From an optimization exercise on the open Yosys and OpenROAD flow, aimed at a short achievable clock period and few clock cycles; shortcuts taken in it are not production practice.
In this exercise RTL edits were held to simulation tests only and were not proved equivalent to the original.
No activity file was given, so power comes from the tool's default toggle rates.

==> design/flow/design.v <==
`timescale 1ns/1ns
module bus_sampler (
  input  logic        pci_ext_clk,
  input  logic        pci_reset_comb,
  input  logic [31:0] ad_in,
  input  logic [3:0]  cbe_l,
  input  logic        frame_l,
  input  logic        irdy_l,
  output logic [31:0] ad_prev,
  output logic [3:0]  cbe_l_prev,
  output logic        frame_prev,
  output logic        irdy_prev,
  output logic [8:0]  par_part
);
  always_ff @(posedge pci_ext_clk or posedge pci_reset_comb)
  begin
    if (pci_reset_comb)
    begin
      frame_prev <= 1'b1;
      irdy_prev  <= 1'b1;
    end
    else
    begin
      frame_prev <= frame_l;
      irdy_prev  <= irdy_l;
    end
  end
  always_ff @(posedge pci_ext_clk)
  begin
    ad_prev    <= ad_in;
    cbe_l_prev <= cbe_l;
    for (int i = 0; i < 8; i++)
      par_part[i] <= ^ad_in[4*i +: 4];
    par_part[8] <= ^cbe_l;
  end
endmodule
`timescale 1ns/1ns
module target_control #(
  parameter logic [31:0] BAR_BASE = 32'h1000_0000,
  parameter int          MEM_AW   = 6
) (
  input  logic              pci_ext_clk,
  input  logic              pci_reset_comb,
  input  logic [31:0]       ad_in,
  input  logic [3:0]        cbe_l,
  input  logic              frame_l,
  input  logic              irdy_l,
  input  logic              par_in,
  input  logic [31:0]       smp_ad_prev,
  input  logic [3:0]        smp_cbe_l_prev,
  input  logic              smp_frame_prev,
  input  logic              smp_irdy_prev,
  input  logic [8:0]        smp_par_part,
  output logic              mem_we,
  output logic [MEM_AW-1:0] mem_adr,
  output logic [3:0]        mem_sel,
  output logic [31:0]       mem_dat_w,
  output logic              rd_load,
  output logic              rd_clear,
  output logic              devsel_l,
  output logic              trdy_l,
  output logic              stop_l,
  output logic              target_oe,
  output logic              perr_l,
  output logic              perr_oe
);
  localparam logic [3:0] MEM_READ  = 4'b0110;
  localparam logic [3:0] MEM_WRITE = 4'b0111;
  logic              wr_q;
  logic              xfer_q;
  logic              tail_q;
  logic              err_q;
  logic [MEM_AW-1:0] idx_q;
  logic              start;
  logic              hit;
  logic              claim;
  logic              rd_first;
  assign start = ~frame_l & smp_frame_prev & smp_irdy_prev & ~target_oe;
  assign hit = (ad_in[31:MEM_AW+2] == BAR_BASE[31:MEM_AW+2]) &&
               (cbe_l[3:1] == MEM_READ[3:1]);
  assign claim = start & hit;
  assign rd_first = ~devsel_l & trdy_l & ~wr_q;
  assign rd_load  = rd_first;
  assign rd_clear = xfer_q;
  always_ff @(posedge pci_ext_clk or posedge pci_reset_comb)
  begin
    if (pci_reset_comb)
    begin
      devsel_l  <= 1'b1;
      trdy_l    <= 1'b1;
      stop_l    <= 1'b1;
      target_oe <= 1'b0;
      wr_q      <= 1'b0;
      xfer_q    <= 1'b0;
      tail_q    <= 1'b0;
    end
    else
    begin
      xfer_q <= ~irdy_l & ~trdy_l & ~xfer_q;
      tail_q <= xfer_q;
      if (claim)
      begin
        devsel_l  <= 1'b0;
        target_oe <= 1'b1;
        wr_q      <= cbe_l[0];
        trdy_l    <= ~cbe_l[0];
        stop_l    <= ~cbe_l[0];
      end
      else if (xfer_q)
      begin
        devsel_l <= 1'b1;
        trdy_l   <= 1'b1;
        stop_l   <= 1'b1;
      end
      else if (rd_first)
      begin
        trdy_l <= 1'b0;
        stop_l <= 1'b0;
      end
      if (tail_q)
        target_oe <= 1'b0;
    end
  end
  always_ff @(posedge pci_ext_clk)
  begin
    if (devsel_l)
      idx_q <= ad_in[MEM_AW+1:2];
  end
  assign mem_we    = xfer_q & wr_q;
  assign mem_adr   = idx_q;
  assign mem_sel   = ~smp_cbe_l_prev;
  assign mem_dat_w = smp_ad_prev;
  always_ff @(posedge pci_ext_clk or posedge pci_reset_comb)
  begin
    if (pci_reset_comb)
    begin
      err_q   <= 1'b0;
      perr_oe <= 1'b0;
      perr_l  <= 1'b1;
    end
    else
    begin
      err_q   <= mem_we & (par_in ^ (^smp_par_part));
      perr_oe <= err_q;
      perr_l  <= ~err_q;
    end
  end
endmodule
`timescale 1ns/1ns
module ad_parity_driver (
  input  logic        pci_ext_clk,
  input  logic        pci_reset_comb,
  input  logic [31:0] rd_data,
  input  logic        rd_load,
  input  logic        rd_clear,
  input  logic [3:0]  cbe_l,
  output logic [31:0] ad_out,
  output logic        ad_oe,
  output logic        par_out,
  output logic        par_oe
);
  always_ff @(posedge pci_ext_clk or posedge pci_reset_comb)
  begin
    if (pci_reset_comb)
    begin
      ad_out <= '0;
      ad_oe  <= 1'b0;
      par_oe <= 1'b0;
    end
    else
    begin
      if (rd_clear)
      begin
        ad_out <= '0;
        ad_oe  <= 1'b0;
      end
      else if (rd_load)
      begin
        ad_out <= rd_data;
        ad_oe  <= 1'b1;
      end
      par_oe <= ad_oe;
    end
  end
  always_ff @(posedge pci_ext_clk)
  begin
    par_out <= (^ad_out) ^ (^cbe_l);
  end
endmodule
`timescale 1ns/1ns
module local_memory #(
  parameter int MEM_AW = 6
) (
  input  logic              pci_ext_clk,
  input  logic              we,
  input  logic [MEM_AW-1:0] wr_adr,
  input  logic [3:0]        wr_sel,
  input  logic [31:0]       wr_dat,
  input  logic [MEM_AW-1:0] rd_adr,
  output logic [31:0]       rd_dat
);
  localparam int DEPTH = 1 << MEM_AW;
  logic [31:0] mem [0:DEPTH-1];
  always_ff @(posedge pci_ext_clk)
  begin
    if (we)
    begin
      for (int b = 0; b < 4; b++)
      begin
        if (wr_sel[b])
          mem[wr_adr][8*b +: 8] <= wr_dat[8*b +: 8];
      end
    end
  end
  assign rd_dat = mem[rd_adr];
endmodule
`timescale 1ns/1ns
module pci_target_top #(
  parameter logic [31:0] BAR_BASE = 32'h1000_0000,
  parameter int          MEM_AW   = 6
) (
  input  logic        pci_ext_clk,
  input  logic        pci_reset_comb,
  input  logic [31:0] ad_in,
  input  logic [3:0]  cbe_l,
  input  logic        frame_l,
  input  logic        irdy_l,
  input  logic        par_in,
  output logic [31:0] ad_out,
  output logic        ad_oe,
  output logic        par_out,
  output logic        par_oe,
  output logic        devsel_l,
  output logic        trdy_l,
  output logic        stop_l,
  output logic        target_oe,
  output logic        perr_l,
  output logic        perr_oe
);
  logic [31:0]       smp_ad_prev;
  logic [3:0]        smp_cbe_l_prev;
  logic              smp_frame_prev;
  logic              smp_irdy_prev;
  logic [8:0]        smp_par_part;
  logic              mem_we;
  logic [MEM_AW-1:0] mem_adr;
  logic [3:0]        mem_sel;
  logic [31:0]       mem_dat_w;
  logic [31:0]       mem_dat_r;
  logic              rd_load;
  logic              rd_clear;
  bus_sampler u_bus_sampler (
    .pci_ext_clk    (pci_ext_clk),
    .pci_reset_comb (pci_reset_comb),
    .ad_in          (ad_in),
    .cbe_l          (cbe_l),
    .frame_l        (frame_l),
    .irdy_l         (irdy_l),
    .ad_prev        (smp_ad_prev),
    .cbe_l_prev     (smp_cbe_l_prev),
    .frame_prev     (smp_frame_prev),
    .irdy_prev      (smp_irdy_prev),
    .par_part       (smp_par_part)
  );
  target_control #(
    .BAR_BASE (BAR_BASE),
    .MEM_AW   (MEM_AW)
  ) u_target_control (
    .pci_ext_clk    (pci_ext_clk),
    .pci_reset_comb (pci_reset_comb),
    .ad_in          (ad_in),
    .cbe_l          (cbe_l),
    .frame_l        (frame_l),
    .irdy_l         (irdy_l),
    .par_in         (par_in),
    .smp_ad_prev    (smp_ad_prev),
    .smp_cbe_l_prev (smp_cbe_l_prev),
    .smp_frame_prev (smp_frame_prev),
    .smp_irdy_prev  (smp_irdy_prev),
    .smp_par_part   (smp_par_part),
    .mem_we         (mem_we),
    .mem_adr        (mem_adr),
    .mem_sel        (mem_sel),
    .mem_dat_w      (mem_dat_w),
    .rd_load        (rd_load),
    .rd_clear       (rd_clear),
    .devsel_l       (devsel_l),
    .trdy_l         (trdy_l),
    .stop_l         (stop_l),
    .target_oe      (target_oe),
    .perr_l         (perr_l),
    .perr_oe        (perr_oe)
  );
  local_memory #(.MEM_AW(MEM_AW)) u_local_memory (
    .pci_ext_clk    (pci_ext_clk),
    .we             (mem_we),
    .wr_adr         (mem_adr),
    .wr_sel         (mem_sel),
    .wr_dat         (mem_dat_w),
    .rd_adr         (mem_adr),
    .rd_dat         (mem_dat_r)
  );
  ad_parity_driver u_ad_parity_driver (
    .pci_ext_clk    (pci_ext_clk),
    .pci_reset_comb (pci_reset_comb),
    .rd_data        (mem_dat_r),
    .rd_load        (rd_load),
    .rd_clear       (rd_clear),
    .cbe_l          (cbe_l),
    .ad_out         (ad_out),
    .ad_oe          (ad_oe),
    .par_out        (par_out),
    .par_oe         (par_oe)
  );
endmodule
==> design/flow/run.sh <==
#!/bin/bash
# synth_recipe.tcl (not shown) runs the flow's synth.tcl, then flattens the netlist and writes it again
# the make line also repeats each setting of config.mk as NAME=value (left out here)
make -C /OpenROAD-flow-scripts/flow DESIGN_CONFIG=/design/flow/config.mk WORK_HOME=/design/flow/orfs CLKGATE_MAP_FILE= SYNTH_SCRIPT=/design/flow/synth_recipe.tcl finish
==> design/flow/config.mk <==
export PLATFORM = sky130hd
export DESIGN_NAME = pci_target_top
export DESIGN_NICKNAME = pci_target_top
export VERILOG_FILES = /design/flow/design.v
export SDC_FILE = /design/flow/constraint.sdc
export NUM_CORES = 4
export LEC_CHECK = 0
export ABC_CLOCK_PERIOD_IN_PS = 2200
export CAP_MARGIN = 20
export CORE_MARGIN = 2
export CORE_UTILIZATION = 45
export SETUP_SLACK_MARGIN = 3.3
export SLEW_MARGIN = 20
==> design/flow/constraint.sdc <==
create_clock -name core_clock -period 5.5 [get_ports {pci_ext_clk}]
set_input_delay 1.1000 -clock core_clock [delete_from_list [all_inputs] [get_ports {pci_ext_clk}]]
set_output_delay 1.1000 -clock core_clock [all_outputs]
set_load 0.01 [all_outputs]
==> results.txt <==
## kinds of logic after synthesis
| logic type | Yosys count | share of synthesized area [%] |
|---|---|---|
| flip-flops | 2151 | 76.69 |
| multiplexers | 711 | 16.29 |
| AND/OR/NAND/NOR | 639 | 3.201 |
| buffers and inverters | 255 | 1.669 |
| AO/OA/AOI/OAI | 159 | 1.381 |
| XOR/XNOR | 56 | 0.5890 |
| adder cells (fa/ha/maj) | 12 | 0.1803 |
## stage by stage
step                      cell area [um2]  total power (uW)  std cells  setup WS, ns  utilization (%)
after floorplan                     83260             20520       3983         3.289                -
after global placement              86770             22160       6384         1.928            47.29
after detailed placement            86780             22200       6384         1.906            47.30
after CTS                           99040             37280       6972         2.744            53.98
after global routing               103100             38480       7153         2.764            56.20
final                              103100             37600       7157         2.795            56.21
## worst max path at each step
stage / start / slack [ns] / endpoint / depth (start not counted)
4_1_cts: u_target_control.devsel_l$_DFFE_PP1P_ / 2.74 / devsel_l / 1
3_3_place_gp: ad_in[10] / 1.93 / u_target_control.wr_q$_DFFE_PP0P_ / 7
3_5_place_dp: ad_in[9] / 1.91 / u_target_control.wr_q$_DFFE_PP0P_ / 7
2_1_floorplan: ad_in[24] / 3.29 / u_target_control.wr_q$_DFFE_PP0P_ / 6
6_report: u_target_control.devsel_l$_DFFE_PP1P_ / 2.79 / devsel_l / 1
5_1_grt: u_target_control.devsel_l$_DFFE_PP1P_ / 2.76 / devsel_l / 1
## per-layer routing
layer / up-vias / global-route usage, %
li1: 17410 / -
met1: 23620 / 36.63
met2: 2407 / 40.16
met3: 448 / 6.208
met4: 2 / 11.32
met5: - / 0.5985
## power groups by stage
stage	clock network, uW	logic (uW)	registers (uW)
finish	14300	4920	18400
global route	15000	5060	18400
CTS	14400	4490	18400
detailed placement	0	3360	18800
global placement	0	3320	18800
floorplan	0	1800	18700
## cells in the mapped netlist (14+ instances only)
master	count	area [um2]
buf_4	38	285.3
nand2_1	231	867.1
buf_2	29	145.1
a22oi_1	29	217.7
buf_1	40	150.1
nand3_1	44	220.2
a22o_1	24	210.2
buf_6	20	225.2
edfxtp_1	2054	61680
a31oi_1	14	87.58
mux2i_1	188	1882
o21ai_0	18	90.09
nand4_1	24	150.1
nor2_1	283	1062
clkbuf_1	90	337.8
dfrtp_1	40	1001
inv_1	27	101.4
dfxtp_1	52	1041
xnor2_1	44	385.4
mux4_2	512	11530
a21oi_1	22	110.1
a32oi_1	17	148.9
## sequential cells by signal, summed over array words and instances (netlist names), named ones only
signal	cells
u_local_memory.mem	2048
u_ad_parity_driver.ad_out	32
u_bus_sampler.ad_prev	32
u_bus_sampler.par_part	9
u_target_control.idx_q	6
u_bus_sampler.cbe_l_prev	4
u_ad_parity_driver.ad_oe	1
u_ad_parity_driver.par_oe	1
u_ad_parity_driver.par_out	1
u_bus_sampler.frame_prev	1
u_bus_sampler.irdy_prev	1
u_target_control.devsel_l	1
u_target_control.err_q	1
u_target_control.perr_l	1
u_target_control.perr_oe	1
u_target_control.stop_l	1
u_target_control.tail_q	1
u_target_control.target_oe	1
u_target_control.wr_q	1
u_target_control.xfer_q	1
## timing repair
item / in CTS / in global routing
pin swaps: 58 / 162
endpoints found under the setup margin: 2126 / 2085
cloned: 52 / 14
setup buffers: 141 / 162
resized for setup: 952 / 332
## cell type report
type | instances | area (um2)
Antenna cell | 5 | 12.51
Clock buffer | 286 | 5823
Clock inverter | 109 | 945.9
Fill cell | 13500 | 80350
Inverter | 27 | 117.6
Multi-Input combinational cell | 1578 | 21560
Sequential cell | 2151 | 63960
Tap cell | 2464 | 3083
Timing Repair Buffer | 536 | 7606
Timing Repair inverter | 1 | 8.758
==> results.json <==
{
  "status": "complete, no violations",
  "ys.flop_type": "edfxtp_1",
  "finalCritPeriodShare_pct": 49.19,
  "tritoncts": "yes",
  "arrival_ns": 1.61,
  "antenna_found_initial": 7,
  "gp_congestion": 0.8487,
  "crit_required_ns": 4.40,
  "cts_buffers": 217,
  "route.detailed.drc": 0,
  "r2r_cells": 9,
  "port_buffers": 81,
  "cap_violations": 0,
  "grt-ovfl-total": 0,
  "holdWs_ns": 0.4024,
  "ys_ff_latch": 2151,
  "die_w_um": 434.2,
  "wl_um": 253200,
  "rr_endpoint": "u_ad_parity_driver.ad_out[6]$_DFFE_PP0P_",
  "power_frac_clock_pct": 37.9,
  "crit_type": "register to output port",
  "critPathLaunchType": "register",
  "syn_inst": 3983,
  "endpoint_kind": "output port",
  "cts_sinks": 2151,
  "wl_met1_um": 97150,
  "wl_met3_um": 25430,
  "r2r_slack_ns": 2.88,
  "grt_setup_unrepaired": "yes",
  "drt.antenna.violating_nets": 0,
  "clock_skew_ns": 0.04657,
  "grt_pass1_vias": 42290,
  "drive_above_1_share_pct": 40.42,
  "die_area_um2": 188500,
  "hold_path_end": "u_target_control.target_oe$_DFFE_PP0P_",
  "slowest_delay_ns": 0.64,
  "track_usage_pct": 26.40,
  "syn_area_per_cell_um2": 20.91,
  "peakVddDrop_v": 0.0003806,
  "nNetsFinal": 4565,
  "viasPerCell": 6.133,
  "synth_edf_count": 2054,
  "syn-cell-area_um2": 83260,
  "cellInternalPower_uw": 28320,
  "seqPwrFrac_pct": 49.0,
  "most-common-layout-cells": "edfxtp_1, mux4_2, nor2_4",
  "timing.critical_path.buf_inv": 1,
  "clock_latency_ns": 0.87,
  "htreeDepth": 4,
  "clk_pin_slew_ns": 0.06,
  "syn-num-nets": 4036,
  "grt_pass1_wl_um": 341200,
  "rows": 157,
  "switching_share_pct": 24.67,
  "max_freq_mhz": 369.6,
  "initial_core_util_pct": 45.38,
  "cts_buffer_depth": 3,
  "dr_total_vias": 43900,
  "layout_commonest_cell": "edfxtp_1",
  "hold_start": "u_target_control.tail_q$_DFF_PP0_",
  "met2_wirelength_um": 118600,
  "synth-async-reset-ratio_pct": 2.092,
  "ys.warnings.count": 4,
  "ys_seq_area_share_pct": 76.69,
  "tightestPinTransition_ns": 1.112,
  "p_leak_uw": 0.03326,
  "cp_cell_sequence": "buf_6",
  "cp_slowest_cell": "dfstp_4",
  "fin_crit_ns": 2.705,
  "wl_per_cell_um": 35.38,
  "routed.top_layer": "met5",
  "fin_tns_setup_ns": 0,
  "setup_viol_count_final": 0,
  "cp_top_family": "flip-flops",
  "ctsHoldBuffers": 0,
  "dp_hpwl_um": 140400,
  "coreArea_um2": 183500,
  "cts-root-buf": "clkbuf_16",
  "slew_viol_final": 0,
  "slew_headroom_pct": 25.68,
  "finalHoldViolCount": 0,
  "drtIter0Drc": 6058,
  "synthToLayoutAreaGrowth_pct": 23.85,
  "p_sw_uw": 9276,
  "grt_start_max_net_pins": 65,
  "min_path_cells": 1,
  "die_h_um": 434.2,
  "yosysUniqueCellTypes": 51,
  "crit_fanout": 2,
  "dr.pass1.iters": 6,
  "p_comb_share_pct": 13.1,
  "p_per_area_nw_per_um2": 364.6,
  "ios": 82,
  "holdCritPathClass": "register to register"
}
Testbench counts, summed over its fixed seeds: cycles 14,890.

==> what the ideal ports hide <==
In the flow no input, the clock included, has a driving cell. The finished layout below was timed again as built, in two steps.
Step 1 assumes that a clkbuf_16 drives the clock port and a buf_2 every other input.
Step 2, shift: input delay + t, output delay - t, t = (earliest + latest rising clock arrival at the registers) / 2. This alone moves slack from input paths to output paths.
a / b / c = no drivers / after step 1 / after step 2; a / b = the first two.
t, ns: 0.931
setup WS [ns]: 2.795 / 2.712 / 2.050
worst slew at a driven data input, ns: 0.04
cell pins on the clock port's net: 1
After both steps setup and hold are still met in this run. The setup slack of this run moves by -0.083 ns with the drivers and by -0.745 ns with both steps.
